Context: an optimization exercise on an open-source flow, tuned for small area. The choices shown serve that exercise and are no tape-out recipe. RTL that was checked went through simulation tests only; none was proved equivalent to the original. Function not checked in runs 2 to 7: the RTL went through the layout flow alone. Power figures rest on the tool's default switching activity, not on a simulated workload.

**design.v**
```verilog
package rv_pkg;
    localparam int XLEN_DEF  = 32;
    localparam int NREGS_DEF = 32;
    typedef logic [4:0]          reg_idx_t;
    typedef logic [XLEN_DEF-1:0] xword_t;
endpackage
module rf_wr_bit (
    input  logic q,
    input  logic wd,
    input  logic we,
    input  logic wen,
    output logic d
);
    assign d = (q & wen) | (wd & we);
endmodule
module rf_wr_row
#(
    parameter int XLEN = rv_pkg::XLEN_DEF
) (
    input  logic [XLEN-1:0] q,
    input  logic [XLEN-1:0] wd,
    input  logic            we,
    input  logic            wen,
    output logic [XLEN-1:0] d
);
    for (genvar b = 0; b < XLEN; b++) begin : g_bit
        rf_wr_bit u_bit (.q(q[b]), .wd(wd[b]), .we(we), .wen(wen), .d(d[b]));
    end
endmodule
module rf_aoi3 (
    input  logic [2:0] sel,
    input  logic [2:0] d,
    output logic       yn
);
    assign yn = ~|(sel & d);
endmodule
module rf_aoi2 (
    input  logic [1:0] sel,
    input  logic [1:0] d,
    output logic       yn
);
    assign yn = ~|(sel & d);
endmodule
module rf_nand_or
#(
    parameter int N = 11
) (
    input  logic [N-1:0] yn,
    output logic         y
);
    assign y = ~&yn;
endmodule
module rf_rd_bit (
    input  logic [31:0] sel,
    input  logic [31:0] d,
    output logic        y
);
    logic [10:0] w_yn;
    for (genvar k = 0; k < 10; k++) begin : g_aoi
        rf_aoi3 u_aoi (.sel(sel[3*k +: 3]), .d(d[3*k +: 3]), .yn(w_yn[k]));
    end
    rf_aoi2 u_aoi2 (.sel(sel[31:30]), .d(d[31:30]), .yn(w_yn[10]));
    rf_nand_or #(.N(11)) u_or (.yn(w_yn), .y(y));
endmodule
module regfile_scoreboard
#(
    parameter int XLEN   = rv_pkg::XLEN_DEF,
    parameter int NREGS  = rv_pkg::NREGS_DEF,
    parameter int NUM_RD = 2,
    parameter bit BYPASS = 1'b1
) (
    input  logic                            clk,
    input  logic                            rst_n,
    input  logic [NUM_RD*$clog2(NREGS)-1:0] rs_addr,
    output logic [NUM_RD*XLEN-1:0]          rs_data,
    output logic [NUM_RD-1:0]               rs_busy,
    input  logic                            issue_valid,
    input  logic [$clog2(NREGS)-1:0]        issue_rd,
    input  logic                            wb_valid,
    input  logic [$clog2(NREGS)-1:0]        wb_rd,
    input  logic [XLEN-1:0]                 wb_data,
    input  logic                            flush,
    output logic [NREGS-1:0]                busy_vec
);
    localparam int AW = $clog2(NREGS);
    logic [XLEN-1:0]  w_q [NREGS];
    logic [NREGS-1:0] r_valid;
    logic [NREGS-1:0] r_pend;
    logic [NREGS-1:0] w_we;
    logic [NREGS-1:0] w_iss;
    logic [NREGS-1:0] w_ok;
    always_comb begin
        w_we  = '0;
        w_iss = '0;
        for (int r = 1; r < NREGS; r++) begin
            w_we[r]  = wb_valid && (wb_rd == AW'(r));
            w_iss[r] = issue_valid && (issue_rd == AW'(r));
        end
    end
    always_ff @(posedge clk or negedge rst_n) begin
        if (!rst_n) begin
            r_pend <= '0;
        end else begin
            r_pend <= {NREGS{~flush}} & (w_iss | (r_pend & ~w_we));
        end
    end
    assign busy_vec = r_pend;
    always_ff @(posedge clk or negedge rst_n) begin
        if (!rst_n) begin
            r_valid <= '0;
        end else begin
            r_valid <= r_valid | w_we;
        end
    end
    assign w_q[0] = '0;
    for (genvar r = 1; r < NREGS; r++) begin : g_reg
        logic [XLEN-1:0] r_q;
        logic [XLEN-1:0] w_d;
        rf_wr_row #(.XLEN(XLEN)) u_wr (
            .q   (r_q),
            .wd  (wb_data),
            .we  (w_we[r]),
            .wen (~w_we[r]),
            .d   (w_d)
        );
        always_ff @(posedge clk) begin
            r_q <= w_d;
        end
        assign w_q[r] = r_q;
    end
    assign w_ok = r_valid & ~w_we;
    for (genvar g = 0; g < NUM_RD; g++) begin : g_rd
        logic [AW-1:0]    w_addr;
        logic [NREGS-1:0] w_dec;
        logic [NREGS-1:0] w_sel;
        logic             w_hit;
        assign w_addr = rs_addr[g*AW +: AW];
        always_comb begin
            w_dec = '0;
            for (int r = 1; r < NREGS; r++) begin
                w_dec[r] = (w_addr == AW'(r));
            end
        end
        assign w_hit = BYPASS && rst_n && |(w_dec & w_we);
        assign w_sel = {w_dec[NREGS-1:1] & w_ok[NREGS-1:1], w_hit};
        for (genvar b = 0; b < XLEN; b++) begin : g_bit
            logic [NREGS-1:0] w_col;
            for (genvar r = 1; r < NREGS; r++) begin : g_col
                assign w_col[r] = w_q[r][b];
            end
            assign w_col[0] = wb_data[b];
            rf_rd_bit u_rd (
                .sel (w_sel),
                .d   (w_col),
                .y   (rs_data[g*XLEN + b])
            );
        end
        assign rs_busy[g] = |(w_dec & ~w_we & r_pend);
    end
endmodule
```
**run.sh**
```bash
#!/bin/bash
# synth_recipe.tcl (not shown) runs the flow's synth.tcl, then flattens the netlist and writes it again
# the make line also repeats each setting of config.mk as NAME=value (left out here)
make -C /OpenROAD-flow-scripts/flow DESIGN_CONFIG=/design/flow/config.mk WORK_HOME=/design/flow/orfs CLKGATE_MAP_FILE= SYNTH_SCRIPT=/design/flow/synth_recipe.tcl finish
```
**config.mk**
```make
export PLATFORM = sky130hd
export DESIGN_NAME = regfile_scoreboard
export DESIGN_NICKNAME = regfile_scoreboard
export VERILOG_FILES = /design/flow/design.v
export SDC_FILE = /design/flow/constraint.sdc
export NUM_CORES = 4
export LEC_CHECK = 0
export CAP_MARGIN = 20
export CORE_MARGIN = 2
export CORE_UTILIZATION = 40
export SETUP_SLACK_MARGIN = 0.3
export SLEW_MARGIN = 20
export SYNTH_HIERARCHICAL = 1
export SYNTH_MINIMUM_KEEP_SIZE = 0
```
**constraint.sdc**
```tcl
create_clock -name core_clock -period 4.2 [get_ports {clk}]
set_input_delay 0.8400 -clock core_clock [delete_from_list [all_inputs] [get_ports {clk}]]
set_output_delay 0.8400 -clock core_clock [all_outputs]
set_load 0.01 [all_outputs]
```
==> results of run 1 <==
routing by layer:
metal  GRT usage (%)  wire length [microns]
met1            51.4                  82600
met5               0                     28
met3            12.5                  32700
met2            57.2                  92900
met4            20.6                  13200
cell usage in the layout, fill, tap and decap left out, types with 68 or more instances in the layout:
master / count
buf_6: 119
nand4_1: 132
clkbuf_16: 117
clkdlybuf4s50_1: 71
a222oi_1: 640
a22o_1: 992
nand3_1: 68
nand2_1: 71
dfxtp_1: 992
buf_12: 104
buf_4: 673
kinds of logic (layout without fill, tap and decap cells):
| group | Yosys count | in the layout | share of synthesized area, % |
|---|---|---|---|
| xor gates and xnor gates | 1 | 1 | 0.0208 |
| other | 0 | 5 | 0 |
| DFF | 1055 | 1055 | 50.9 |
| buffers and inverters | 93 | 1247 | 0.871 |
| and+or+nand+nor | 612 | 615 | 8.12 |
| AOI/OAI and AO/OA | 1827 | 1829 | 40.0 |
| muxes | 3 | 3 | 0.0713 |
registers in the layout, indices dropped and copies added (netlist names):
| signal | flops |
|---|---|
| r_pend | 32 |
| r_valid | 31 |
| g.r_q | 992 |
where the power goes:
group | internal [mW] | switching [mW]
logic | 2.53 | 1.84
clock network | 5.82 | 4.30
registers | 12.0 | 1.59
stage by stage:
step	total power, mW	utilization, %	worst slack [ns]
detailed placement	17.8	51.0	-1.92
finish	28.1	56.0	-0.971
CTS	27.8	55.5	-0.909
global placement	17.6	50.9	-1.91
global route	28.9	56.0	-1.00
floorplan	15.8	-	-0.400
modules after synthesis (local to each module, per instance), a selection:
module / copies in the design / flip-flops and latches
regfile_scoreboard: 1 / 1055
rf_aoi2: 64 / 0
rf_wr_bit: 992 / 0
rf_aoi3: 640 / 0
final timing paths:
kind                              from  slack, ns           to  cells past startpoint
min reg2reg                r_valid[25]       0.47  r_valid[25]                      1
max reg2reg                  r_pend[7]       3.16    r_pend[7]                      5
min in group core_clock    r_valid[25]       0.47  r_valid[25]                      1
max                           wb_valid      -0.97   rs_data[7]                     15
min                              rst_n       0.06   r_valid[6]                      1
max in group asynchronous        rst_n       2.82   r_valid[9]                      3
cell type report:
cell class | count | area, sq um
sequential | 1055 | 21400
tap | 1391 | 1740
inverter | 32 | 180
timing repair buffer | 1014 | 9710
clock buffer | 173 | 3420
antenna | 5 | 12.5
multi-input combinational | 2448 | 22000
fill | 8956 | 46100
clock inverter | 28 | 298
timing repair:
action	CTS	global route
setup endpoints to repair	66	66
setup buffers	51	22
resized for setup	423	91
endpoints found under the hold margin	0	0
pin swaps	156	129
cloned	12	0
==> summary.md, run 1 <==
| Metric | Value |
|---|---|
| Final period util | `123%` |
| Setup ws final | `-0.971 ns` |
| CP max stage delay | `0.48 ns` |
| Vias | `46100` |
| Worst EP required | `3.36 ns` |
| Clock Skews | `0 ns` |
| Clock-pin slew on the worst setup and hold paths | `around 0.060 ns` |
| Startpoint types | `input port` |
| Layout Check Fails | `setup timing` |
| Max Freq | `0.193 GHz` |
| 1st-pass router iterations | `14` |
| Top cells by instance count after synthesis | `a22o_1, dfxtp_1, a222oi_1, nand4_1, nand2_1` |
| Status | `finished with violations` |
| Slowest cell on crit path | `nand4_1` |
| Final antenna-violating net count | `0` |
| Core Region | `105000 sq um` |
| Clk buf depth | `3` |
| Unique masters post-synth | `a little under 60` |
| Crit end category | `output pin` |
| Synth area leader | `dfxtp_1` |
| WHS | `0.0614 ns` |
| Clk Latency, worst-skew pair | `0.71 ns` |
| Layout cell share with drive strength beyond 1 | `30.0%` |
| Hold Crit Class | `in2async` |
| Hold buffers post-CTS | `0` |
| Final WL | `221000 microns` |
| Final Hold Violating Endpoints | `0` |
| EDFF count, synth | `0` |
| Synthesized flop and latch total | `1055` |
| Initial antenna violation count | `10` |
| Max_slew headroom | `16.3%` |
| Routed length per instance | `around 36 microns` |
| Avg Cell Area, Syn | `between 10 and 15 sq um` |
| Maximum vdd drop | `roughly 0.39 mV` |
| RSZ-0062 raised after global routing | `yes` |
| Slew @ Worst Pin | `1.25 ns` |
| Top cells by area, synth | `dfxtp_1, a22o_1, a222oi_1` |
| Initial drt markers | `9646` |
| Final max-slew violation count | `0` |
| Maximum number of pins on one net before global-route repair | `36` |
| Placed Instances | `roughly 6000` |
| Worst path buffer plus inverter count | `7` |
| Final setup TNS | `-47.07 ns` |
| Vias per cell | `7.50` |
| CP max FO | `7` |
| Static leakage | `23.2 nW` |
| Io pins | `around 160` |
| WP data arrival | `roughly 4.3 ns` |
| Final Setup Violations | `66` |
| Number of global-route vias before repair | `42800` |
| Die area | `108000 sq um` |
| Async SR Flop Fraction | `5.97%` |
| Clock Tree Root | `clkbuf_16` |
| Final Wtd Congestion | `0.995` |
| Pwr dens | `approximately 480 nW/um^2` |
| Sequential-to-total area share from yosys stat | `50.9%` |
| DRC viols | `0` |
| Final Cell Area | `58800 sq um` |
| Post-DP HPWL | `144000 microns` |
| NumNets Final | `4720` |
| CP top delay family | `simple AND/OR/NAND/NOR gates` |
| Post-synth top area share | `between 40% and 50%` |
| H-tree depth | `3` |
| Synth Flop Type | `dfxtp_1` |
| Rows | `about 120` |
| Cell area after synthesis | `~42000 sq um` |
| Non-filler cells, final | `6146` |
| Synth warn | `8` |
| Top cell by count, worst path | `buf_6` |
| First-pass GRT wire length | `312000 microns` |
| CTS sink cnt | `1055` |
| Area post-placement | `~53000 sq um` |
| Count of mapped cells out of synthesis | `between 3000 and 4000` |
| Total gr overflow | `0` |
| Port bufs | `154` |
| WS Path Type | `in2out` |
| Layout area overhead | `39.5%` |
| Max-capacitance violation count | `0` |
| Die height | `328 microns` |
| Worst-path cell chain | `buf_8 -> buf_6 -> and4bb_4 -> buf_12 -> nand2_8 -> buf_6 -> o22a_1 -> nand4_1 -> o41a_4 -> buf_6 -> a222oi_1 -> nand4_1 -> buf_4 -> or3_4 -> buf_6` |
| Fin crit period | `5.17 ns` |
| TritonCTS clock tree | `built` |
| CTS Buf Count | `112` |
| Die Wd | `328 microns` |
| Total Routing Usage GR | `39.2%` |
| Initial core utilization | `40.2%` |
==> inputs of run 2 (changes only) <==
--- a/design.v
+++ b/design.v
@@ -64,2 +64,56 @@
 endmodule
+module rf_dec
+#(
+    parameter int NREGS = rv_pkg::NREGS_DEF
+) (
+    input  logic                     en,
+    input  logic [$clog2(NREGS)-1:0] a,
+    output logic [NREGS-1:0]         y,
+    output logic [NREGS-1:0]         yn
+);
+    always_comb begin
+        y = '0;
+        for (int r = 1; r < NREGS; r++) begin
+            y[r] = en && (a == $clog2(NREGS)'(r));
+        end
+    end
+    assign yn = ~y;
+endmodule
+module rf_rd_sel
+#(
+    parameter int NREGS = rv_pkg::NREGS_DEF
+) (
+    input  logic [$clog2(NREGS)-1:0] a,
+    input  logic [NREGS-1:0]         ok,
+    output logic [NREGS-1:0]         sel
+);
+    always_comb begin
+        sel = '0;
+        for (int r = 1; r < NREGS; r++) begin
+            sel[r] = ok[r] && (a == $clog2(NREGS)'(r));
+        end
+    end
+endmodule
+module rf_hit
+#(
+    parameter int AW = 5
+) (
+    input  logic          rst_n,
+    input  logic          wb_valid,
+    input  logic [AW-1:0] wb_rd,
+    input  logic [AW-1:0] a,
+    output logic          hit
+);
+    assign hit = rst_n && wb_valid && (wb_rd == a) && (a != '0);
+endmodule
+module rf_busy_rd
+#(
+    parameter int NREGS = rv_pkg::NREGS_DEF
+) (
+    input  logic [$clog2(NREGS)-1:0] a,
+    input  logic [NREGS-1:0]         pm,
+    output logic                     busy
+);
+    assign busy = pm[a];
+endmodule
 module regfile_scoreboard
@@ -89,19 +143,27 @@
     logic [NREGS-1:0] w_we;
+    logic [NREGS-1:0] w_wen;
     logic [NREGS-1:0] w_iss;
+    logic [NREGS-1:0] w_issn;
     logic [NREGS-1:0] w_ok;
-    always_comb begin
-        w_we  = '0;
-        w_iss = '0;
-        for (int r = 1; r < NREGS; r++) begin
-            w_we[r]  = wb_valid && (wb_rd == AW'(r));
-            w_iss[r] = issue_valid && (issue_rd == AW'(r));
-        end
-    end
+    logic [NREGS-1:0] w_pm;
+    rf_dec #(.NREGS(NREGS)) u_wdec (
+        .en (wb_valid),
+        .a  (wb_rd),
+        .y  (w_we),
+        .yn (w_wen)
+    );
+    rf_dec #(.NREGS(NREGS)) u_idec (
+        .en (issue_valid),
+        .a  (issue_rd),
+        .y  (w_iss),
+        .yn (w_issn)
+    );
     always_ff @(posedge clk or negedge rst_n) begin
         if (!rst_n) begin
-            r_pend <= '0;
+            r_pend[NREGS-1:1] <= '0;
         end else begin
-            r_pend <= {NREGS{~flush}} & (w_iss | (r_pend & ~w_we));
-        end
-    end
+            r_pend[NREGS-1:1] <= {(NREGS-1){~flush}} & (w_iss[NREGS-1:1] | (r_pend[NREGS-1:1] & w_wen[NREGS-1:1]));
+        end
+    end
+    assign r_pend[0] = 1'b0;
     assign busy_vec = r_pend;
@@ -109,7 +171,8 @@
         if (!rst_n) begin
-            r_valid <= '0;
+            r_valid[NREGS-1:1] <= '0;
         end else begin
-            r_valid <= r_valid | w_we;
-        end
-    end
+            r_valid[NREGS-1:1] <= r_valid[NREGS-1:1] | w_we[NREGS-1:1];
+        end
+    end
+    assign r_valid[0] = 1'b0;
     assign w_q[0] = '0;
@@ -122,3 +185,3 @@
             .we  (w_we[r]),
-            .wen (~w_we[r]),
+            .wen (w_wen[r]),
             .d   (w_d)
@@ -130,6 +193,7 @@
     end
-    assign w_ok = r_valid & ~w_we;
+    assign w_ok = r_valid & w_wen;
+    assign w_pm = r_pend & w_wen;
     for (genvar g = 0; g < NUM_RD; g++) begin : g_rd
         logic [AW-1:0]    w_addr;
-        logic [NREGS-1:0] w_dec;
+        logic [NREGS-1:0] w_rsel;
         logic [NREGS-1:0] w_sel;
@@ -137,10 +201,15 @@
         assign w_addr = rs_addr[g*AW +: AW];
-        always_comb begin
-            w_dec = '0;
-            for (int r = 1; r < NREGS; r++) begin
-                w_dec[r] = (w_addr == AW'(r));
-            end
-        end
-        assign w_hit = BYPASS && rst_n && |(w_dec & w_we);
-        assign w_sel = {w_dec[NREGS-1:1] & w_ok[NREGS-1:1], w_hit};
+        rf_rd_sel #(.NREGS(NREGS)) u_sel (
+            .a   (w_addr),
+            .ok  (w_ok),
+            .sel (w_rsel)
+        );
+        rf_hit #(.AW(AW)) u_hit (
+            .rst_n    (rst_n),
+            .wb_valid (BYPASS && wb_valid),
+            .wb_rd    (wb_rd),
+            .a        (w_addr),
+            .hit      (w_hit)
+        );
+        assign w_sel = {w_rsel[NREGS-1:1], w_hit};
         for (genvar b = 0; b < XLEN; b++) begin : g_bit
@@ -157,4 +226,8 @@
         end
-        assign rs_busy[g] = |(w_dec & ~w_we & r_pend);
-    end
-endmodule
+        rf_busy_rd #(.NREGS(NREGS)) u_busy (
+            .a    (w_addr),
+            .pm   (w_pm),
+            .busy (rs_busy[g])
+        );
+    end
+endmodule
--- a/config.mk
+++ b/config.mk
@@ -10,3 +10,3 @@
 export CORE_UTILIZATION = 40
-export SETUP_SLACK_MARGIN = 0.3
+export SETUP_SLACK_MARGIN = 0
 export SLEW_MARGIN = 20
==> run 2 against run 1 <==
Effect of this change: still fails the layout checks on setup timing; first-iteration DRC count is 10% higher; clock skew is the same; register-to-register slack improved by 0.22 ns; sequential power about the same; flip-flop and latch count is 1 lower; combinational power fell by 2%; clock power about the same; critical path type unchanged; critical endpoint is now rs_data[14].
==> summary.md, run 2 <==
| Metric | Value |
|---|---|
| Metal-1 WL | `83000 microns (was 82600 microns)` |
| 1st-pass router iterations | `15 (was 14)` |
| Cell area after synthesis | `41900 sq um (was 42100 sq um)` |
| Vias per cell | `7.73 (was 7.50)` |
| Final antenna-violating net count | `0 (unchanged)` |
| Final max-slew violation count | `0 (unchanged)` |
| TritonCTS clock tree | `built (unchanged)` |
| Final setup TNS | `-18.95 ns (was -47.07 ns)` |
| Clk buf depth | `3 (unchanged)` |
| Pwr dens | `486 nW/um^2 (was 478 nW/um^2)` |
| Status | `finished with violations (unchanged)` |
| Max Freq | `0.205 GHz (was 0.193 GHz)` |
| Port bufs | `153 (was 154)` |
| Setup ws final | `-0.677 ns (was -0.971 ns)` |
| Die Wd | `328 microns (about the same)` |
| Count of mapped cells out of synthesis | `3508 (was 3591)` |
| Rows | `118 (was 119)` |
| WS Path Type | `in2out (unchanged)` |
| CP max FO | `5 (was 7)` |
| CTS sink cnt | `1054 (was 1055)` |
| Final WL | `229000 microns (was 221000 microns)` |
| DRC viols | `0 (unchanged)` |
| Final Setup Violations | `64 (was 66)` |
| Total Routing Usage GR | `40.4% (was 39.2%)` |
| Max_slew headroom | `37.7% (was 16.3%)` |
| Worst EP required | `3.36 ns (about the same)` |
| Vias | `45600 (was 46100)` |
| First-pass GRT wire length | `316000 microns (was 312000 microns)` |
| R2R Setup Slk | `3.38 ns (was 3.16 ns)` |
| Top cell by count, worst path | `buf_6 (unchanged)` |
| Biggest register | `g.r_q (unchanged)` |
| WL met2 | `89800 microns (was 92900 microns)` |
| Final period util | `116% (was 123%)` |
| WHS | `0.114 ns (was 0.0614 ns)` |
| Crit end category | `output pin (unchanged)` |
| Top Layer Used | `met5 (unchanged)` |
| WP data arrival | `4.04 ns (was 4.33 ns)` |
| CTS Buf Count | `111 (was 112)` |
| Maximum number of pins on one net before global-route repair | `42 (was 36)` |
| Clock Skews | `0 ns (unchanged)` |
| Hold buffers post-CTS | `0 (unchanged)` |
| Fin crit period | `4.88 ns (was 5.17 ns)` |
| H-tree depth | `3 (unchanged)` |
| Initial antenna violation count | `7 (was 10)` |
| Layout area overhead | `38.5% (was 39.5%)` |
| Slowest cell on crit path | `nand4_1 (unchanged)` |
| Worst reg2reg path depth | `1 (was 5)` |
| Top flop regs | `g.r_q x992, r_pend x31, r_valid x31 (was g.r_q x992, r_pend x32, r_valid x31)` |
| Total power | `28.2 mW (was 28.1 mW)` |
| Die height | `328 microns (about the same)` |
| Die area | `107000 sq um (was 108000 sq um)` |
| Synth warn | `12 (was 8)` |
| Io pins | `155 (unchanged)` |
| Most frequent cells in the layout | `a22o_1, dfxtp_1, a222oi_1 (was a22o_1, dfxtp_1, buf_4)` |
| Final Hold Violating Endpoints | `0 (unchanged)` |
| Hold Crit Class | `in2async (unchanged)` |
| Slew @ Worst Pin | `0.934 ns (was 1.25 ns)` |
| Non-filler cells, final | `5908 (was 6146)` |
| Layout cell share with drive strength beyond 1 | `28.0% (was 30.0%)` |
| CP max stage delay | `0.71 ns (was 0.48 ns)` |
| Number of global-route vias before repair | `42400 (was 42800)` |
| Final Wtd Congestion | `0.981 (was 0.995)` |
| Placed Instances | `5545 (was 5850)` |
| Total gr overflow | `0 (unchanged)` |
| Worst R2R End | `r_valid[18] (was r_pend[7])` |
| RSZ-0062 raised after global routing | `yes (unchanged)` |
| Avg Cell Area, Syn | `11.9 sq um (was 11.7 sq um)` |
| Startpoint types | `input port (unchanged)` |
| Number of flip-flops in the largest register | `992 (unchanged)` |
| Max-capacitance violation count | `0 (unchanged)` |
| Static leakage | `22.7 nW (was 23.2 nW)` |
| Initial drt markers | `10600 (was 9646)` |
| Layout Check Fails | `setup timing (unchanged)` |
| Clock-pin slew on the worst setup and hold paths | `0.06 ns (about the same)` |
| Routed length per instance | `38.8 microns (was 36.0 microns)` |
| FF-to-FF Start | `r_valid[18] (was r_pend[7])` |
| Initial core utilization | `40.4% (was 40.2%)` |
| Clk Latency, worst-skew pair | `0.71 ns (about the same)` |
| Core Region | `104000 sq um (was 105000 sq um)` |
| Worst-path cell chain | `buf_8 -> buf_6 -> and4b_2 -> nand2_2 -> and2_4 -> and3_4 -> buf_12 -> buf_6 -> a222oi_1 -> nand4_1 -> or3_4 -> buf_6 (was buf_8 -> buf_6 -> and4bb_4 -> buf_12 -> nand2_8 -> buf_6 -> o22a_1 -> nand4_1 -> o41a_4 -> buf_6 -> a222oi_1 -> nand4_1 -> buf_4 -> or3_4 -> buf_6)` |
| Maximum vdd drop | `0.365 mV (was 0.386 mV)` |
| Post-DP HPWL | `136000 microns (was 144000 microns)` |
| NumNets Final | `4492 (was 4720)` |
| Met3 wire length | `37400 microns (was 32700 microns)` |
| Clock Tree Root | `clkbuf_16 (unchanged)` |
==> run 2: cell count changes in the layout (fill, tap and decap cells not counted), sizes merged, moves of 29 or more <==
cell and change:
and3 +60, nor2 +53, buf -183, nand2 -54, and2 +65, nor3 -58, o2111ai -32, nand2b -29
mux2i +29
==> run 2: layer usage <==
layer	up-vias	GRT usage, %
li1	17900	-
met1	22200	52.0
met2	4568	55.1
met3	953	15.8
met4	2	27.9
met5	-	0
==> run 2: where the power goes <==
part / internal [mW] / switching [mW]
Sequential: 12.0 / 1.62
Clock: 5.94 / 4.39
Combinational: 2.55 / 1.74
Total: 20.5 / 7.75
==> run 2: area by class of cell <==
type,count,area (sq um)
repair buffers,834,9690
diodes,8,20.0
clock buffers,156,3210
multi-input cells,2432,21400
flip-flops and latches,1054,21400
fillers,8743,45600
inverters,2,7.51
clock inverters,42,561
well taps,1380,1730
==> run 2: stage by stage <==
| stage | utilization, % | instance area (sq um) | setup WS (ns) |
|---|---|---|---|
| 3_3_place_gp | 49.1 | 50900 | -1.32 |
| 3_5_place_dp | 49.1 | 50900 | -1.32 |
| 5_1_grt | 56.0 | 58000 | -0.571 |
| 6_report | 56.0 | 58000 | -0.677 |
| 4_1_cts | 55.2 | 57200 | -0.261 |
| 2_1_floorplan | - | 41900 | 0.00462 |
==> run 2: worst max path at each step <==
stage	depth (start not counted)	end	slack, ns	startpoint
floorplan	7	rs_data[0]	0.005	wb_rd[4]
global placement	12	rs_data[8]	-1.32	wb_rd[4]
detailed placement	12	rs_data[8]	-1.32	wb_rd[4]
CTS	12	rs_data[14]	-0.26	wb_rd[1]
global route	12	rs_data[14]	-0.57	wb_rd[1]
finish	12	rs_data[14]	-0.68	wb_rd[0]
==> run 2: critical path: cells and delay by family <==
kind | cells | cell delay [ns]
simple gates | 6 | 2.06
buf+inv | 5 | 0.62
compound gates | 1 | 0.50
==> run 2: timing repair <==
| action | 4_1_cts | 5_1_grt |
|---|---|---|
| gates resized for setup | 618 | 103 |
| hold endpoints to repair | 0 | 0 |
| endpoints found under the setup margin | 66 | 65 |
| buffers inserted | 75 | 56 |
| gates cloned | 36 | 7 |
| pin swaps | 381 | 195 |
==> inputs of run 3 (changes only) <==
--- a/design.v
+++ b/design.v
@@ -117,2 +117,22 @@
     assign busy = pm[a];
+endmodule
+module rf_rd_mask
+#(
+    parameter int NREGS = rv_pkg::NREGS_DEF
+) (
+    input  logic                     wb_valid,
+    input  logic [$clog2(NREGS)-1:0] wb_rd,
+    input  logic [NREGS-1:0]         valid,
+    input  logic [NREGS-1:0]         pend,
+    output logic [NREGS-1:0]         ok,
+    output logic [NREGS-1:0]         pm
+);
+    always_comb begin
+        ok = '0;
+        pm = '0;
+        for (int r = 1; r < NREGS; r++) begin
+            ok[r] = valid[r] && !(wb_valid && (wb_rd == $clog2(NREGS)'(r)));
+            pm[r] = pend[r]  && !(wb_valid && (wb_rd == $clog2(NREGS)'(r)));
+        end
+    end
 endmodule
@@ -193,4 +213,10 @@
     end
-    assign w_ok = r_valid & w_wen;
-    assign w_pm = r_pend & w_wen;
+    rf_rd_mask #(.NREGS(NREGS)) u_mask (
+        .wb_valid (wb_valid),
+        .wb_rd    (wb_rd),
+        .valid    (r_valid),
+        .pend     (r_pend),
+        .ok       (w_ok),
+        .pm       (w_pm)
+    );
     for (genvar g = 0; g < NUM_RD; g++) begin : g_rd
--- a/config.mk
+++ b/config.mk
@@ -9,3 +9,4 @@
 export CORE_MARGIN = 2
-export CORE_UTILIZATION = 40
+export CORE_UTILIZATION = 65
+export CTS_BUF_LIST = sky130_fd_sc_hd__clkbuf_4 sky130_fd_sc_hd__clkbuf_8
 export SETUP_SLACK_MARGIN = 0
==> run 3 against run 2 <==
Effect of this change: the run now fails in global routing; synthesized area up 0.95%; synthesized cell count up 0.63%.
==> summary.md, run 3 <==
| Metric | Value |
|---|---|
| Die height | `259 microns (was 328 microns)` |
| Maximum number of pins on one net before global-route repair | `61` |
| Final Wtd Congestion | `1.06 (was 0.981)` |
| Cell area after synthesis | `42300 sq um (was 41900 sq um)` |
| Port bufs | `153 (unchanged)` |
| Synth warn | `13 (was 12)` |
| Clk buf depth | `3 (unchanged)` |
| Die Wd | `259 microns (was 328 microns)` |
| Total gr overflow | `37` |
| H-tree depth | `4 (was 3)` |
| Initial core utilization | `65.7% (was 40.4%)` |
| Total Routing Usage GR | `84.7%` |
| Post-DP HPWL | `125000 microns (was 136000 microns)` |
| Io pins | `155 (unchanged)` |
| Rows | `93 (was 118)` |
| Avg Cell Area, Syn | `12.0 sq um (was 11.9 sq um)` |
| Failing step | `global routing` |
| Status | `stopped before the end (was finished with violations)` |
| Clock Tree Root | `clkbuf_8 (was clkbuf_16)` |
| Run Error | `[ERROR GRT-0232] Routing congestion too high. Check the congestion heatmap in the GUI.` |
| CTS Buf Count | `163 (was 111)` |
| Count of mapped cells out of synthesis | `3530 (was 3508)` |
| CTS sink cnt | `1054 (unchanged)` |
[run 3: how the worst min path moves through the flow]
stage / from / endpoint / slack (ns) / depth (start not counted)
floorplan: r_valid[12] / r_valid[12] / 0.43 / 1
detailed placement: r_valid[13] / r_valid[13] / 0.44 / 1
CTS: rst_n / r_pend[18] / 0.27 / 2
global placement: r_valid[16] / r_valid[16] / 0.44 / 1
[run 3: metal layers]
metal / overflow / track usage, %
met2: 9 / 93.8
met3: 2 / 76.5
met5: 0 / 61.5
met4: 24 / 82.4
met1: 2 / 85.1
[run 3: repair_timing]
| item | CTS |
|---|---|
| cloned | 46 |
| hold buffers | 1 |
| setup endpoints to repair | 66 |
| resized for setup | 548 |
| pin swaps | 362 |
| endpoints found under the hold margin | 2 |
| setup buffers | 79 |
[run 3: stage by stage]
stage	utilization [%]	instance area [sq um]	hold slack, ns	instances	worst slack, ns
floorplan	-	42300	0.429	3530	0.442
global placement	77.2	49700	0.442	4971	-0.875
detailed placement	77.2	49700	0.442	4971	-0.923
CTS	86.7	55800	0.266	5376	-0.0513
[run 3: power by group through the flow]
stage          Combinational (mW)  Clock [mW]  Sequential [mW]
2_1_floorplan                2.42           0             13.2
3_3_place_gp                 3.72           0             13.5
3_5_place_dp                 3.89           0             13.7
4_1_cts                      4.08        9.47             13.6
==> inputs of run 4 (changes only) <==
--- a/design.v
+++ b/design.v
@@ -36,10 +36,10 @@
 endmodule
-module rf_aoi2 (
-    input  logic [1:0] sel,
-    input  logic [1:0] d,
-    output logic       yn
-);
-    assign yn = ~|(sel & d);
-endmodule
-module rf_nand_or
+module rf_nand2 (
+    input  logic sel,
+    input  logic d,
+    output logic yn
+);
+    assign yn = ~(sel & d);
+endmodule
+module rf_and_n
 #(
@@ -50,7 +50,17 @@
 );
-    assign y = ~&yn;
+    assign y = &yn;
+endmodule
+module rf_byp_mux (
+    input  logic hit,
+    input  logic wdn,
+    input  logic none,
+    output logic y
+);
+    assign y = ~(hit ? wdn : none);
 endmodule
 module rf_rd_bit (
-    input  logic [31:0] sel,
-    input  logic [31:0] d,
+    input  logic [31:1] sel,
+    input  logic [31:1] d,
+    input  logic        hit,
+    input  logic        wdn,
     output logic        y
@@ -58,7 +68,9 @@
     logic [10:0] w_yn;
+    logic        w_none;
     for (genvar k = 0; k < 10; k++) begin : g_aoi
-        rf_aoi3 u_aoi (.sel(sel[3*k +: 3]), .d(d[3*k +: 3]), .yn(w_yn[k]));
-    end
-    rf_aoi2 u_aoi2 (.sel(sel[31:30]), .d(d[31:30]), .yn(w_yn[10]));
-    rf_nand_or #(.N(11)) u_or (.yn(w_yn), .y(y));
+        rf_aoi3 u_aoi (.sel(sel[3*k+1 +: 3]), .d(d[3*k+1 +: 3]), .yn(w_yn[k]));
+    end
+    rf_nand2 u_nand (.sel(sel[31]), .d(d[31]), .yn(w_yn[10]));
+    rf_and_n #(.N(11)) u_and (.yn(w_yn), .y(w_none));
+    rf_byp_mux u_mux (.hit(hit), .wdn(wdn), .none(w_none), .y(y));
 endmodule
@@ -113,26 +125,7 @@
     input  logic [$clog2(NREGS)-1:0] a,
-    input  logic [NREGS-1:0]         pm,
+    input  logic [NREGS-1:0]         pend,
+    input  logic                     hit,
     output logic                     busy
 );
-    assign busy = pm[a];
-endmodule
-module rf_rd_mask
-#(
-    parameter int NREGS = rv_pkg::NREGS_DEF
-) (
-    input  logic                     wb_valid,
-    input  logic [$clog2(NREGS)-1:0] wb_rd,
-    input  logic [NREGS-1:0]         valid,
-    input  logic [NREGS-1:0]         pend,
-    output logic [NREGS-1:0]         ok,
-    output logic [NREGS-1:0]         pm
-);
-    always_comb begin
-        ok = '0;
-        pm = '0;
-        for (int r = 1; r < NREGS; r++) begin
-            ok[r] = valid[r] && !(wb_valid && (wb_rd == $clog2(NREGS)'(r)));
-            pm[r] = pend[r]  && !(wb_valid && (wb_rd == $clog2(NREGS)'(r)));
-        end
-    end
+    assign busy = pend[a] && !hit;
 endmodule
@@ -166,4 +159,3 @@
     logic [NREGS-1:0] w_issn;
-    logic [NREGS-1:0] w_ok;
-    logic [NREGS-1:0] w_pm;
+    logic [XLEN-1:0]  w_wdn;
     rf_dec #(.NREGS(NREGS)) u_wdec (
@@ -213,13 +205,5 @@
     end
-    rf_rd_mask #(.NREGS(NREGS)) u_mask (
-        .wb_valid (wb_valid),
-        .wb_rd    (wb_rd),
-        .valid    (r_valid),
-        .pend     (r_pend),
-        .ok       (w_ok),
-        .pm       (w_pm)
-    );
+    assign w_wdn = ~wb_data;
     for (genvar g = 0; g < NUM_RD; g++) begin : g_rd
         logic [AW-1:0]    w_addr;
-        logic [NREGS-1:0] w_rsel;
         logic [NREGS-1:0] w_sel;
@@ -229,4 +213,4 @@
             .a   (w_addr),
-            .ok  (w_ok),
-            .sel (w_rsel)
+            .ok  (r_valid),
+            .sel (w_sel)
         );
@@ -239,5 +223,4 @@
         );
-        assign w_sel = {w_rsel[NREGS-1:1], w_hit};
         for (genvar b = 0; b < XLEN; b++) begin : g_bit
-            logic [NREGS-1:0] w_col;
+            logic [NREGS-1:1] w_col;
             for (genvar r = 1; r < NREGS; r++) begin : g_col
@@ -245,6 +228,7 @@
             end
-            assign w_col[0] = wb_data[b];
             rf_rd_bit u_rd (
-                .sel (w_sel),
+                .sel (w_sel[NREGS-1:1]),
                 .d   (w_col),
+                .hit (w_hit),
+                .wdn (w_wdn[b]),
                 .y   (rs_data[g*XLEN + b])
@@ -254,3 +238,4 @@
             .a    (w_addr),
-            .pm   (w_pm),
+            .pend (r_pend),
+            .hit  (w_hit),
             .busy (rs_busy[g])
--- a/config.mk
+++ b/config.mk
@@ -9,3 +9,3 @@
 export CORE_MARGIN = 2
-export CORE_UTILIZATION = 65
+export CORE_UTILIZATION = 50
 export CTS_BUF_LIST = sky130_fd_sc_hd__clkbuf_4 sky130_fd_sc_hd__clkbuf_8
==> run 4 against run 3 <==
Effect of this change: the layout now fails its checks (setup timing); synthesized cell count down 0.68%; synthesized area fell by 0.88%.
==> summary.md, run 4 <==
| Metric | Value |
|---|---|
| CP max FO | `13` |
| Synth warn | `12 (was 13)` |
| Startpoint types | `input port` |
| Top cell by count, worst path | `buf_2` |
| Worst EP required | `3.36 ns` |
| Pwr dens | `between 400 and 500 nW/um^2` |
| Final core utilization | `66.3%` |
| Total gr overflow | `0` |
| Post-DP HPWL | `133000 microns (was 125000 microns)` |
| Most frequent cells in the layout | `a22o_1, dfxtp_1, a222oi_1` |
| Vias | `45100` |
| Clk Latency, worst-skew pair | `roughly 0.87 ns` |
| Routed length per instance | `a little under 40 microns` |
| Slew @ Worst Pin | `0.997 ns` |
| Worst Setup SP | `rs_addr[6]` |
| Initial drt markers | `10900` |
| Hold Crit Class | `in2reg` |
| Clock-pin slew on the worst setup and hold paths | `approximately 0.060 ns` |
| Final antenna-violating net count | `0` |
| Final Wtd Congestion | `1.01 (was 1.06)` |
| Clock Tree Root | `clkbuf_8 (unchanged)` |
| CTS Buf Count | `173 (was 163)` |
| WP data arrival | `3.41 ns` |
| First-pass GRT wire length | `305000 microns` |
| Crit end category | `output pin` |
| Rows | `106 (was 93)` |
| Io pins | `155 (unchanged)` |
| Max_slew headroom | `33.3%` |
| Die area | `86200 sq um` |
| Layout cell share with drive strength beyond 1 | `~25%` |
| Cell area after synthesis | `41900 sq um (was 42300 sq um)` |
| H-tree depth | `4 (unchanged)` |
| Maximum number of pins on one net before global-route repair | `approximately 50` |
| Slowest cell on crit path | `a222oi_1` |
| Final max-slew violation count | `0` |
| Status | `finished with violations (was stopped before the end)` |
| R2R Setup Slk | `3.36 ns` |
| FF-to-FF Start | `r_valid[28]` |
| Maximum vdd drop | `0.347 mV` |
| Worst reg2reg path depth | `1` |
| TritonCTS clock tree | `built` |
| Total Routing Usage GR | `48.2%` |
| Vias per cell | `between 8 and 9` |
| Static leakage | `22.0 nW` |
| RSZ-0062 raised after global routing | `yes` |
| Non-filler cells, final | `5600` |
| Avg Cell Area, Syn | `12.0 sq um (about the same)` |
| NumNets Final | `4441` |
| Placed Instances | `5244 (was 4971)` |
| Biggest register | `g.r_q` |
| Top flop regs | `g.r_q x992, r_pend x31, r_valid x31` |
| Initial core utilization | `50.3% (was 65.7%)` |
| Final Setup Violations | `4` |
| Worst-path cell chain | `buf_2 -> buf_6 -> and3b_2 -> and3_4 -> buf_12 -> a222oi_1 -> nand4_1 -> buf_4 -> nor3_4 -> mux2i_1 -> buf_2` |
| Worst R2R End | `r_valid[28]` |
| DRC viols | `0` |
| Setup ws final | `-0.0498 ns` |
| Die height | `294 microns (was 259 microns)` |
| Max Freq | `about 0.24 GHz` |
| Number of flip-flops in the largest register | `a little under 1000` |
| CP max stage delay | `0.52 ns` |
| Number of global-route vias before repair | `~44000` |
| Final WL | `216000 microns` |
| Initial antenna violation count | `9` |
| DP Worst Slack | `-0.673 ns (was -0.923 ns)` |
| CP endpoint | `rs_data[58]` |
| Count of mapped cells out of synthesis | `3506 (was 3530)` |
| Layout area overhead | `31.8%` |
| WS Path Type | `in2out` |
| Final Hold Violating Endpoints | `0` |
| Die Wd | `294 microns (was 259 microns)` |
| CTS sink cnt | `1054 (unchanged)` |
| WHS | `0.470 ns` |
| Core Region | `83300 sq um` |
| Max-capacitance violation count | `0` |
| Clk buf depth | `3 (unchanged)` |
| Layout Check Fails | `setup timing` |
| Clock Skews | `0 ns` |
| Port bufs | `153 (unchanged)` |
| Fin crit period | `roughly 4.2 ns` |
| Final period util | `101%` |
| FILL cells | `6351` |
| 1st-pass router iterations | `17` |
run 4: stage by stage:
stage / setup TNS (ns) / cell area [sq um] / power (mW)
6_report: -0.0715 / 55300 / 27.4
3_3_place_gp: -28.08 / 50500 / 17.3
3_5_place_dp: -29.33 / 50500 / 17.6
5_1_grt: 0 / 55200 / 28.2
4_1_cts: 0 / 55100 / 27.1
2_1_floorplan: 0 / 41900 / 15.6
run 4: critical path, delay by kind of cell:
family / cells / cell delay (ns)
AOI/OAI and AO/OA: 1 / 0.52
buffers and inverters: 5 / 0.87
muxes: 1 / 0.10
and+or+nand+nor: 4 / 1.08
run 4: worst min-delay path by stage:
stage | from | to | slack, ns | depth (start not counted)
global route | flush | r_pend[8] | 0.48 | 2
global placement | r_valid[10] | r_valid[10] | 0.46 | 1
detailed placement | r_valid[18] | r_valid[18] | 0.46 | 1
CTS | r_valid[1] | r_valid[1] | 0.48 | 1
floorplan | r_valid[10] | r_valid[10] | 0.44 | 1
finish | flush | r_pend[8] | 0.47 | 2
run 4: what timing repair did:
| item | CTS | global route |
|---|---|---|
| hold endpoints to repair | 12 | 0 |
| pin swaps | 161 | 74 |
| gates resized for setup | 260 | 61 |
| buffers inserted | 14 | 10 |
| hold buffers | 1 | 0 |
| endpoints found under the setup margin | 66 | 59 |
| gates cloned | 23 | 2 |
run 4: cell type report:
type / instances / area, sq um / area share (%)
Antenna cell: 7 / 17.5 / 0.0317
Clock buffer: 271 / 3440 / 6.22
Clock inverter: 33 / 292 / 0.528
Inverter: 36 / 135 / 0.245
Multi-Input combinational cell: 2391 / 20800 / 37.7
Sequential cell: 1054 / 21400 / 38.8
Tap cell: 1080 / 1350 / 2.45
Timing Repair Buffer: 728 / 7770 / 14.1
run 4: layer usage:
metal  global-route usage [%]  wire [microns]  vias up  part of all wire (%)
li1                         -               -    17700                     -
met3                     18.4           34000     1107                    16
met5                        0             144        -                 0.067
met2                     69.2           87900     4383                    41
met1                     58.6           74700    21900                    35
met4                     35.9           19000        8                   8.8
run 4: where the power goes:
| part | switching, mW | internal [mW] |
|---|---|---|
| Clock | 4.32 | 5.38 |
| Combinational | 1.72 | 2.33 |
| Sequential | 1.63 | 12.0 |
| Total | 7.67 | 19.7 |
==> inputs of run 5 (changes only) <==
--- a/config.mk
+++ b/config.mk
@@ -11,2 +11,3 @@
 export CTS_BUF_LIST = sky130_fd_sc_hd__clkbuf_4 sky130_fd_sc_hd__clkbuf_8
+export GPL_TIMING_DRIVEN = 0
 export SETUP_SLACK_MARGIN = 0
==> run 5 against run 4 <==
Effect of this change: synthesized area did not move; clock skew did not move; power up 0.25%; worst hold slack got worse by 0.43 ns; sequential power is essentially flat; design area is 2.8% lower; core utilization is 1.8 points lower; setup slack lost 0.16 ns; still fails the layout checks on setup timing; wire length down 0.84%.
==> summary.md, run 5 <==
| Metric | Value |
|---|---|
| Max-capacitance violation count | `0 (unchanged)` |
| Clk buf depth | `3 (unchanged)` |
| Die area | `86200 sq um (unchanged)` |
| Fin crit period | `4.41 ns (was 4.25 ns)` |
| Max_slew headroom | `30.1% (was 33.3%)` |
| Layout Check Fails | `setup timing (unchanged)` |
| Final antenna-violating net count | `0 (unchanged)` |
| Clock Skews | `0 ns (unchanged)` |
| Layout cell share with drive strength beyond 1 | `21.9% (was 25.1%)` |
| Layout area overhead | `28.1% (was 31.8%)` |
| CTS sink cnt | `1054 (unchanged)` |
| Synth warn | `12 (unchanged)` |
| Number of global-route vias before repair | `43200 (was 43900)` |
| Final period util | `105% (was 101%)` |
| Final setup TNS | `-0.854 ns (was -0.0715 ns)` |
| Final max-slew violation count | `0 (unchanged)` |
| Startpoint types | `input port (unchanged)` |
| NumNets Final | `4140 (was 4441)` |
| Total Routing Usage GR | `47.8% (was 48.2%)` |
| Worst EP required | `3.36 ns (about the same)` |
| Maximum number of pins on one net before global-route repair | `33 (was 51)` |
| Non-filler cells, final | `5309 (was 5600)` |
| TritonCTS clock tree | `built (unchanged)` |
| Max Freq | `0.227 GHz (was 0.235 GHz)` |
| WS Path Type | `in2out (unchanged)` |
| WP data arrival | `3.57 ns (was 3.41 ns)` |
| Sequential Area | `21400 sq um (about the same)` |
| Vias | `43900 (was 45100)` |
| Static leakage | `20.9 nW (was 22.0 nW)` |
| Biggest register | `g.r_q (unchanged)` |
| First-pass GRT wire length | `300000 microns (was 305000 microns)` |
| Total gr overflow | `0 (unchanged)` |
| FILL cells | `6282 (was 6351)` |
| WHS | `0.0385 ns (was 0.470 ns)` |
| Vias per cell | `8.26 (was 8.05)` |
| Initial antenna violation count | `10 (was 9)` |
| Clock-pin slew on the worst setup and hold paths | `0.05 ns (was 0.06 ns)` |
| Port bufs | `153 (unchanged)` |
| Io pins | `155 (unchanged)` |
| Number of flip-flops in the largest register | `992 (unchanged)` |
| Final WL | `214000 microns (was 216000 microns)` |
| Die height | `294 microns (unchanged)` |
| Placed Instances | `4891 (was 5244)` |
| H-tree depth | `4 (unchanged)` |
| Final Wtd Congestion | `0.936 (was 1.01)` |
| Maximum vdd drop | `0.379 mV (was 0.347 mV)` |
| RSZ-0062 raised after global routing | `yes (unchanged)` |
| Slew @ Worst Pin | `1.05 ns (was 0.997 ns)` |
| Routed length per instance | `40.3 microns (was 38.5 microns)` |
| Most frequent cells in the layout | `a22o_1, dfxtp_1, a222oi_1 (unchanged)` |
| DP Worst Slack | `-1.12 ns (was -0.673 ns)` |
| Rows | `106 (unchanged)` |
| DRC viols | `0 (unchanged)` |
| Final Hold Violating Endpoints | `0 (unchanged)` |
| Count of mapped cells out of synthesis | `3506 (unchanged)` |
| Post-DP HPWL | `136000 microns (was 133000 microns)` |
| Worst reg2reg path depth | `1 (unchanged)` |
| Avg Cell Area, Syn | `12.0 sq um (unchanged)` |
| Status | `finished with violations (unchanged)` |
| Setup ws final | `-0.208 ns (was -0.0498 ns)` |
| Clk Latency, worst-skew pair | `0.87 ns (about the same)` |
| Cell area after synthesis | `41900 sq um (unchanged)` |
| Hold Crit Class | `in2async (was in2reg)` |
| 1st-pass router iterations | `13 (was 17)` |
| CTS Buf Count | `174 (was 173)` |
| Clock Tree Root | `clkbuf_8 (unchanged)` |
| Worst R2R End | `r_valid[14] (was r_valid[28])` |
| Pwr dens | `510 nW/um^2 (was 495 nW/um^2)` |
| Multi-input logic area | `20900 sq um (was 20800 sq um)` |
| Core Region | `83300 sq um (unchanged)` |
| Die Wd | `294 microns (unchanged)` |
| CP max FO | `14 (was 13)` |
| Top flop regs | `g.r_q x992, r_pend x31, r_valid x31 (unchanged)` |
| FF-to-FF Start | `r_valid[14] (was r_valid[28])` |
| Crit end category | `output pin (unchanged)` |
| Final Setup Violations | `18 (was 4)` |
| Initial drt markers | `9677 (was 10900)` |
| Initial core utilization | `50.3% (unchanged)` |
| R2R Setup Slk | `3.33 ns (was 3.36 ns)` |
| Final core utilization | `64.5% (was 66.3%)` |
==> run 5: final cells by class <==
class                   count  area share, %
clock buffers             277           6.41
multi-input cells        2392           38.9
clock inverters            40          0.764
flip-flops and latches   1054           39.9
well taps                1080           2.52
inverters                  36          0.252
plain buffers              27          0.335
diodes                      5         0.0233
repair buffers            398           10.9
==> run 5: per-stage QoR <==
stage | total power, mW | area [sq um]
5_1_grt | 28.2 | 53700
4_1_cts | 27.1 | 53400
2_1_floorplan | 15.6 | 41900
3_3_place_gp | 16.8 | 44800
3_5_place_dp | 17.3 | 48500
6_report | 27.4 | 53700
==> run 5: worst max path at each step <==
stage | depth (start not counted) | to | slack, ns | from
floorplan | 4 | rs_data[0] | 0.54 | wb_rd[1]
global placement | 5 | rs_data[9] | -4.45 | rst_n
detailed placement | 9 | rs_data[7] | -1.12 | rs_addr[3]
CTS | 7 | rs_data[20] | 0.0003 | r_valid[4]
global route | 9 | rs_data[26] | -0.24 | rs_addr[1]
finish | 9 | rs_data[26] | -0.21 | rs_addr[1]
==> run 5: power breakdown <==
group | switching (mW) | total, mW | internal, mW
sequential | 1.58 | 13.6 | 12.0
combinational | 1.69 | 3.86 | 2.17
clock | 4.47 | 10.0 | 5.54
==> run 5: timing repair <==
action / 4_1_cts / 5_1_grt
buffers inserted: 68 / 22
gates cloned: 1 / 3
endpoints found under the setup margin: 66 / 52
hold buffers: 2 / 0
resized for setup: 188 / 96
endpoints found under the hold margin: 19 / 0
pin swaps: 194 / 153
==> run 5: worst max-delay path, cell delays in order <==
cell and delay, ns:
buf_6 0.13, nor2_1 0.64, and3_4 0.37, buf_4 0.30, a222oi_1 0.13, nand4_1 0.33, nor3_2 0.08, mux2i_1 0.37
dlygate4sd2_1 0.34
==> run 5: metal layers <==
layer	track usage [%]	wire [microns]	vias to the layer above
met4	38.6	19900	10
met3	19.9	33500	1211
met1	55.4	71300	21300
met2	69.0	89100	4253
met5	0.284	172	-
li1	-	-	17100
==> inputs of run 6 (changes only) <==
==> flow/run.sh (new file) <==
#!/bin/bash
# Standard ORFS layout with two changes: ports buffered with buf_2 cells
# instead of delay cells, and CTS without dummy loads. Each step's output
# goes to its own log here.
set -euo pipefail
bash standard.sh synth > synth.log 2>&1
bash standard.sh \
  'BUFFER_PORTS_ARGS=-buffer_cell sky130_fd_sc_hd__buf_2' \
  'CTS_ARGS=-sink_clustering_enable -repair_clock_nets -dont_use_dummy_load -sink_clustering_size 16 -sink_clustering_max_diameter 50 -buf_list {sky130_fd_sc_hd__clkbuf_8}' \
  finish > layout.log 2>&1
==> standard.sh (new file) <==
#!/bin/bash
# synth_recipe.tcl (not shown) runs the flow's synth.tcl, then flattens the netlist and writes it again
# the make line also repeats each setting of config.mk as NAME=value (left out here)
make -C /OpenROAD-flow-scripts/flow DESIGN_CONFIG=/design/flow/config.mk WORK_HOME=/design/flow/orfs CLKGATE_MAP_FILE= SYNTH_SCRIPT=/design/flow/synth_recipe.tcl "${@:-finish}"
--- a/config.mk
+++ b/config.mk
@@ -10,5 +10,3 @@
 export CORE_UTILIZATION = 50
-export CTS_BUF_LIST = sky130_fd_sc_hd__clkbuf_4 sky130_fd_sc_hd__clkbuf_8
-export GPL_TIMING_DRIVEN = 0
-export SETUP_SLACK_MARGIN = 0
+export SETUP_SLACK_MARGIN = 0.2
 export SLEW_MARGIN = 20
removed: run.sh
==> run 6 against run 5 <==
Effect of this change: now clean on timing, DRC and antenna; maximum frequency grew 8.1%; via count shrank 0.54%; sequential share of layout area grew 3.3 points; first-iteration DRC count grew 2.6%; setup slack gained 0.33 ns.
==> summary.md, run 6 <==
| Metric | Value |
|---|---|
| Crit end category | `output pin (unchanged)` |
| Clock-pin slew on the worst setup and hold paths | `0.10 ns (was 0.05 ns)` |
| Core Region | `83300 sq um (unchanged)` |
| Clk buf depth | `3 (unchanged)` |
| Clock Skews | `0 ns (unchanged)` |
| Combinational power share | `16.3% (was 14.1%)` |
| Final max-slew violation count | `0 (unchanged)` |
| Met2 global-route usage | `66.1% (was 69.0%)` |
| Total Routing Usage GR | `46.5% (was 47.8%)` |
| Rows | `106 (unchanged)` |
| GR peak layer | `met2 (unchanged)` |
| DRC viols | `0 (unchanged)` |
| Max_slew headroom | `17.4% (was 30.1%)` |
| Worst EP required | `3.36 ns (about the same)` |
| Max-capacitance violation count | `0 (unchanged)` |
| Final Setup Violations | `0 (was 18)` |
| H-tree depth | `3 (was 4)` |
| Count of mapped cells out of synthesis | `3506 (unchanged)` |
| Flop pwr share | `57.9% (was 49.4%)` |
| Met3 Usage GRT | `17.0% (was 19.9%)` |
| Avg Cell Area, Syn | `12.0 sq um (unchanged)` |
| Initial core utilization | `50.3% (unchanged)` |
| Hold Crit Class | `in2async (unchanged)` |
| Vias | `43600 (was 43900)` |
| Number of global-route vias before repair | `41700 (was 43200)` |
| Biggest register | `g.r_q (unchanged)` |
| Initial drt markers | `9931 (was 9677)` |
| TritonCTS clock tree | `built (unchanged)` |
| CTS sink cnt | `1054 (unchanged)` |
| Sw frac | `29.2% (was 28.2%)` |
| WS Path Type | `in2out (unchanged)` |
| Vias per cell | `8.54 (was 8.26)` |
| Die height | `294 microns (unchanged)` |
| Slew @ Worst Pin | `1.24 ns (was 1.05 ns)` |
| Initial antenna violation count | `7 (was 10)` |
| RSZ-0062 raised after global routing | `yes (unchanged)` |
| Status | `finished clean (was finished with violations)` |
| First-pass GRT wire length | `294000 microns (was 300000 microns)` |
| Die Wd | `294 microns (unchanged)` |
| Met1 Use GR | `57.6% (was 55.4%)` |
| Switching pwr | `6.83 mW (was 7.74 mW)` |
| Final setup TNS | `0 ns (was -0.854 ns)` |
| NumNets Final | `4080 (was 4140)` |
| Pwr dens | `471 nW/um^2 (was 510 nW/um^2)` |
| P_int | `16.5 mW (was 19.7 mW)` |
| Port bufs | `153 (unchanged)` |
| CP max FO | `8 (was 14)` |
| Fin crit period | `4.08 ns (was 4.41 ns)` |
| FILL cells | `6827 (was 6282)` |
| Final Wtd Congestion | `0.930 (was 0.936)` |
| Layout area overhead | `18.4% (was 28.1%)` |
| Max Freq | `0.245 GHz (was 0.227 GHz)` |
| 1st-pass router iterations | `17 (was 13)` |
| WHS | `0.296 ns (was 0.0385 ns)` |
| Final WL | `221000 microns (was 214000 microns)` |
| CTS Buf Count | `118 (was 174)` |
| Die area | `86200 sq um (unchanged)` |
| Startpoint types | `input port (unchanged)` |
| Clk Latency, worst-skew pair | `0.75 ns (was 0.87 ns)` |
| Io pins | `155 (unchanged)` |
| Cell area after synthesis | `41900 sq um (unchanged)` |
| Final period util | `97.1% (was 105%)` |
| Total gr overflow | `0 (unchanged)` |
| Synth warn | `12 (unchanged)` |
| Most frequent cells in the layout | `a22o_1, dfxtp_1, a222oi_1 (unchanged)` |
| Number of flip-flops in the largest register | `992 (unchanged)` |
| Post-DP HPWL | `121000 microns (was 136000 microns)` |
| Final antenna-violating net count | `0 (unchanged)` |
| Clock Tree Root | `clkbuf_8 (unchanged)` |
| Static leakage | `19.1 nW (was 20.9 nW)` |
| Final Hold Violating Endpoints | `0 (unchanged)` |
| Layout cell share with drive strength beyond 1 | `19.3% (was 21.9%)` |
| Maximum vdd drop | `0.350 mV (was 0.379 mV)` |
| Top flop regs | `g.r_q x992, r_pend x31, r_valid x31 (unchanged)` |
| Maximum number of pins on one net before global-route repair | `56 (was 33)` |
| WP data arrival | `3.24 ns (was 3.57 ns)` |
| Routed length per instance | `43.2 microns (was 40.3 microns)` |
| Clock power frac | `25.8% (was 36.5%)` |
run 6: power by group through the flow:
| stage | Sequential [mW] | Combinational (mW) | Clock (mW) |
|---|---|---|---|
| final | 13.5 | 3.80 | 6.04 |
| after global routing | 13.7 | 3.95 | 6.39 |
| after CTS | 13.4 | 3.60 | 5.98 |
| after detailed placement | 13.6 | 3.59 | 0 |
| after global placement | 13.4 | 3.46 | 0 |
| after floorplan | 13.2 | 2.43 | 0 |
run 6: repair_timing:
action                                 4_1_cts  5_1_grt
resized for setup                           11      104
endpoints found under the hold margin        7        0
setup buffers                                0       26
hold buffers                                 1        0
cloned                                       1       30
setup endpoints to repair                   18       54
pin swaps                                   16      126
run 6: critical path: stages:
cell      delay (ns)
buf_6           0.11
buf_6           0.12
and3b_2         0.24
and3_4          0.25
buf_12          0.17
a222oi_1        0.37
nand4_1         0.52
nor3_2          0.34
mux2i_1         0.10
buf_2           0.15
run 6: layout make-up:
| class | count | area, sq um | area share (%) |
|---|---|---|---|
| flip-flops and latches | 1054 | 21400 | 43.1 |
| multi-input cells | 2391 | 20800 | 41.9 |
| repair buffers | 422 | 4320 | 8.70 |
| clock buffers | 118 | 1620 | 3.27 |
| well taps | 1080 | 1350 | 2.72 |
| inverters | 36 | 135 | 0.272 |
| diodes | 4 | 10.0 | 0.0202 |
run 6: per-stage QoR:
stage / worst slack, ns / cell area (sq um) / power (mW) / instances / utilization [%]
5_1_grt: 0.111 / 49600 / 24.1 / 5103 / 59.6
2_1_floorplan: 0.539 / 41900 / 15.6 / 3508 / -
6_report: 0.122 / 49600 / 23.4 / 5105 / 59.6
3_3_place_gp: 0.144 / 46500 / 16.9 / 4924 / 55.9
4_1_cts: 0.157 / 48300 / 23.0 / 5044 / 57.9
3_5_place_dp: 0.109 / 46500 / 17.2 / 4924 / 55.9
run 6: final timing paths:
kind,from,endpoint,slack (ns),cells past startpoint
worst min-delay path,rst_n,r_pend[26],0.30,2
worst max register to register,r_valid[1],r_valid[1],3.23,2
max in group asynchronous,rst_n,r_valid[20],3.23,2
min in group core_clock,wb_data[26],g_reg[4].r_q[26],0.46,2
worst min register to register,r_valid[20],r_valid[20],0.48,1
worst max-delay path,rs_addr[0],rs_data[19],0.12,10
run 6: routing by layer:
metal | routed length [microns] | part of all wire, %
met1 | 75000 | 34
met2 | 87600 | 40
met3 | 37900 | 17
met4 | 20000 | 9.1
met5 | 122 | 0.055
==> inputs of run 7 (changes only) <==
--- a/design.v
+++ b/design.v
@@ -208,10 +208,12 @@
         logic [AW-1:0]    w_addr;
-        logic [NREGS-1:0] w_sel;
+        logic [NREGS-1:0] w_sel [2];
         logic             w_hit;
         assign w_addr = rs_addr[g*AW +: AW];
-        rf_rd_sel #(.NREGS(NREGS)) u_sel (
-            .a   (w_addr),
-            .ok  (r_valid),
-            .sel (w_sel)
-        );
+        for (genvar h = 0; h < 2; h++) begin : g_half
+            rf_rd_sel #(.NREGS(NREGS)) u_sel (
+                .a   (w_addr),
+                .ok  (r_valid),
+                .sel (w_sel[h])
+            );
+        end
         rf_hit #(.AW(AW)) u_hit (
@@ -229,3 +231,3 @@
             rf_rd_bit u_rd (
-                .sel (w_sel[NREGS-1:1]),
+                .sel (w_sel[b / (XLEN / 2)][NREGS-1:1]),
                 .d   (w_col),
==> run 7 against run 6 <==
Effect of this change: core utilization down 0.92 points; synthesized area is 1.5% higher; synthesized cell count rose by 2.7%; still clean on timing, DRC and antenna; critical path type unchanged; clock skew unchanged; worst hold slack improved by 0.22 ns; first-iteration DRC count is 2.0% higher; flip-flop and latch count unchanged; clock power decreased by 4.0%; via count grew 1.2%; largest power group unchanged; design area increased by 0.17%.
==> summary.md, run 7 <==
| Metric | Value |
|---|---|
| Status | `finished clean (unchanged)` |
| Top cell by count, worst path | `buf_4 (was buf_6)` |
| Avg Cell Area, Syn | `11.8 sq um (was 12.0 sq um)` |
| Die area | `87500 sq um (was 86200 sq um)` |
| WS Path Type | `in2out (unchanged)` |
| Clk Latency, worst-skew pair | `0.75 ns (about the same)` |
| Core Region | `84700 sq um (was 83300 sq um)` |
| Multi-input logic area | `21300 sq um (was 20800 sq um)` |
| Total power | `23.2 mW (was 23.4 mW)` |
| Hold Crit Class | `reg2reg (was in2async)` |
| Initial drt markers | `10100 (was 9931)` |
| Top flop regs | `g.r_q x992, r_pend x31, r_valid x31 (unchanged)` |
| Slew @ Worst Pin | `1.25 ns (was 1.24 ns)` |
| NumNets Final | `4231 (was 4080)` |
| Area post-placement | `47900 sq um (was 46500 sq um)` |
| Routed length per instance | `38.9 microns (was 43.2 microns)` |
| Count of mapped cells out of synthesis | `3600 (was 3506)` |
| Port bufs | `153 (unchanged)` |
| CP top delay family | `simple AND/OR/NAND/NOR gates (unchanged)` |
| FF-to-FF Start | `r_valid[6] (was r_valid[1])` |
| FILL cells | `7116 (was 6827)` |
| Synth warn | `17 (was 12)` |
| Final Hold Violating Endpoints | `0 (unchanged)` |
| Final Cell Area | `49700 sq um (was 49600 sq um)` |
| Final Setup Violations | `0 (unchanged)` |
| Initial antenna violation count | `9 (was 7)` |
| Placed Instances | `5202 (was 4924)` |
| Biggest register | `g.r_q (unchanged)` |
| Rows | `107 (was 106)` |
| Final core utilization | `58.7% (was 59.6%)` |
| Static leakage | `19.6 nW (was 19.1 nW)` |
| Die height | `296 microns (was 294 microns)` |
| Final period util | `97.0% (was 97.1%)` |
| Total gr overflow | `0 (unchanged)` |
| Worst-path cell chain | `buf_6 -> nor2b_1 -> buf_4 -> and3_1 -> buf_4 -> a222oi_1 -> nand4_1 -> nor3_2 -> mux2i_1 -> buf_2 (was buf_6 -> buf_6 -> and3b_2 -> and3_4 -> buf_12 -> a222oi_1 -> nand4_1 -> nor3_2 -> mux2i_1 -> buf_2)` |
| Maximum number of pins on one net before global-route repair | `54 (was 56)` |
| CP max stage delay | `0.38 ns (was 0.52 ns)` |
| R2R Setup Slk | `3.26 ns (was 3.23 ns)` |
| Final max-slew violation count | `0 (unchanged)` |
| First-pass GRT wire length | `288000 microns (was 294000 microns)` |
| WP data arrival | `3.23 ns (was 3.24 ns)` |
| Post-CTS Setup Bufs | `0 (unchanged)` |
| Fin crit period | `4.07 ns (was 4.08 ns)` |
| Clock-pin slew on the worst setup and hold paths | `0.05 ns (was 0.10 ns)` |
| Clock Skews | `0 ns (unchanged)` |
| Final Wtd Congestion | `1.03 (was 0.930)` |
| Cell area after synthesis | `42600 sq um (was 41900 sq um)` |
| DRC viols | `0 (unchanged)` |
| CTS Buf Count | `112 (was 118)` |
| Maximum vdd drop | `0.300 mV (was 0.350 mV)` |
| Total Routing Usage GR | `45.0% (was 46.5%)` |
| Most frequent cells in the layout | `a22o_1, dfxtp_1, a222oi_1 (unchanged)` |
| Layout cell share with drive strength beyond 1 | `19.9% (was 19.3%)` |
| Worst EP required | `3.36 ns (about the same)` |
| TritonCTS clock tree | `built (unchanged)` |
| H-tree depth | `3 (unchanged)` |
| Die Wd | `296 microns (was 294 microns)` |
| Io pins | `155 (unchanged)` |
| Final WL | `207000 microns (was 221000 microns)` |
| Number of global-route vias before repair | `41500 (was 41700)` |
| Vias per cell | `8.29 (was 8.54)` |
| Max-capacitance violation count | `0 (unchanged)` |
| Hold path start | `g_reg[11].r_q[25]` |
| Post-DP HPWL | `128000 microns (was 121000 microns)` |
| Final antenna-violating net count | `0 (unchanged)` |
| Pwr dens | `467 nW/um^2 (was 471 nW/um^2)` |
| Initial core utilization | `50.2% (was 50.3%)` |
| Layout area overhead | `16.8% (was 18.4%)` |
| Sequential Area | `21400 sq um (about the same)` |
| Startpoint types | `input port (unchanged)` |
| CTS sink cnt | `1054 (unchanged)` |
| Clock Tree Root | `clkbuf_8 (unchanged)` |
| Worst Setup SP | `rs_addr[0] (unchanged)` |
| Vias | `44100 (was 43600)` |
| Max Freq | `0.246 GHz (was 0.245 GHz)` |
| Max_slew headroom | `16.2% (was 17.4%)` |
| CP max FO | `19 (was 8)` |
| Non-filler cells, final | `5322 (was 5105)` |
| RSZ-0062 raised after global routing | `yes (unchanged)` |
| Slowest cell on crit path | `and3_1 (was nand4_1)` |
| 1st-pass router iterations | `13 (was 17)` |
| Number of flip-flops in the largest register | `992 (unchanged)` |
| Crit end category | `output pin (unchanged)` |
| Worst path buffer plus inverter count | `4 (unchanged)` |
| Clk buf depth | `3 (unchanged)` |
run 7: routing by layer:
layer	global-route usage, %	vias to the layer above	wire length (microns)
met4	20.8	14	11200
met2	63.2	4329	83800
met3	20.1	909	35200
met1	58.7	21600	76300
met5	1.61	-	370
li1	-	17300	-
run 7: final cells by class:
class                   instances  area share, %
well taps                    1144           2.88
inverters                      36          0.272
clock buffers                 112           3.10
flip-flops and latches       1054           43.1
repair buffers                485           7.93
diodes                          6         0.0302
multi-input cells            2485           42.7
run 7: path summary, 6_finish.rpt:
path / cells after the start / to
setup / recovery: 10 / rs_data[12]
hold / removal: 1 / g_reg[11].r_q[25]
setup reg to reg: 1 / r_valid[6]
hold reg to reg: 1 / g_reg[11].r_q[25]
max in group asynchronous: 3 / r_valid[4]
min in group asynchronous: 2 / r_valid[2]
run 7: metrics by stage:
stage / worst slack, ns / hold WS [ns] / setup TNS (ns)
floorplan: 0.539 / 0.472 / 0
global placement: -0.0348 / 0.486 / -0.0733
detailed placement: -0.0746 / 0.492 / -0.420
CTS: 0.202 / 0.490 / 0
global route: 0.188 / 0.521 / 0
finish: 0.127 / 0.512 / 0
run 7: report_power, final:
part           switching (mW)  internal [mW]  leakage, nW
combinational            1.64           2.13         9.73
clock                    3.45           2.35        0.805
sequential               1.72           12.0         9.04
run 7: what timing repair did:
item / in CTS / in global routing
pin swaps: 16 / 50
setup endpoints to repair: 61 / 54
resized for setup: 32 / 55
hold endpoints to repair: 7 / 0
hold buffers: 2 / 0
cloned: 0 / 0

[afterwards: timing with drivers on the ports]
No port has a modelled driver above. Below, the same layouts with a new extraction and two added sets of constraints.
Step 1: set_driving_cell puts a clkbuf_16 on clk and a buf_2 on each other input, an assumption about the parent block.
Step 2 moves the port delays by t, midway between the first and last clock arrival at a register: inputs arrive t later, outputs are due t later. That takes back most of the time a late clock gives input paths.
Three values: no drivers, after step 1, after step 2; two values: the first two.
| run | t, ns | slack for setup (ns) | worst hold slack (ns) | latest minus earliest clock arrival (ns) | slew at the worst register clock pin (ns) |
|---|---|---|---|---|---|
| run 1 | 0.775 | -0.971 / -1.017 / -1.017 | 0.061 / 0.013 / 0.470 | 0.025 / 0.024 | 0.07 / 0.07 |
| run 2 | 0.803 | -0.677 / -0.724 / -0.724 | 0.114 / 0.059 / 0.457 | 0.048 / 0.048 | 0.07 / 0.07 |
| run 4 | 0.918 | -0.050 / -0.082 / -0.082 | 0.470 / 0.434 / 0.483 | 0.041 / 0.042 | 0.07 / 0.07 |
| run 5 | 0.940 | -0.208 / -0.242 / -0.242 | 0.039 / 0.011 / 0.485 | 0.062 / 0.062 | 0.07 / 0.07 |
| run 6 | 0.838 | 0.122 / 0.078 / 0.078 | 0.296 / 0.262 / 0.479 | 0.120 / 0.121 | 0.10 / 0.10 |
| run 7 | 0.818 | 0.127 / -0.014 / -0.014 | 0.512 / 0.483 / 0.512 | 0.085 / 0.084 | 0.10 / 0.10 |
With both steps, setup timing fails in run 7, where it was met with ideal ports. The setup slack of run 7, which loses most, moves by -0.141 ns with the drivers and by -0.141 ns with both steps.
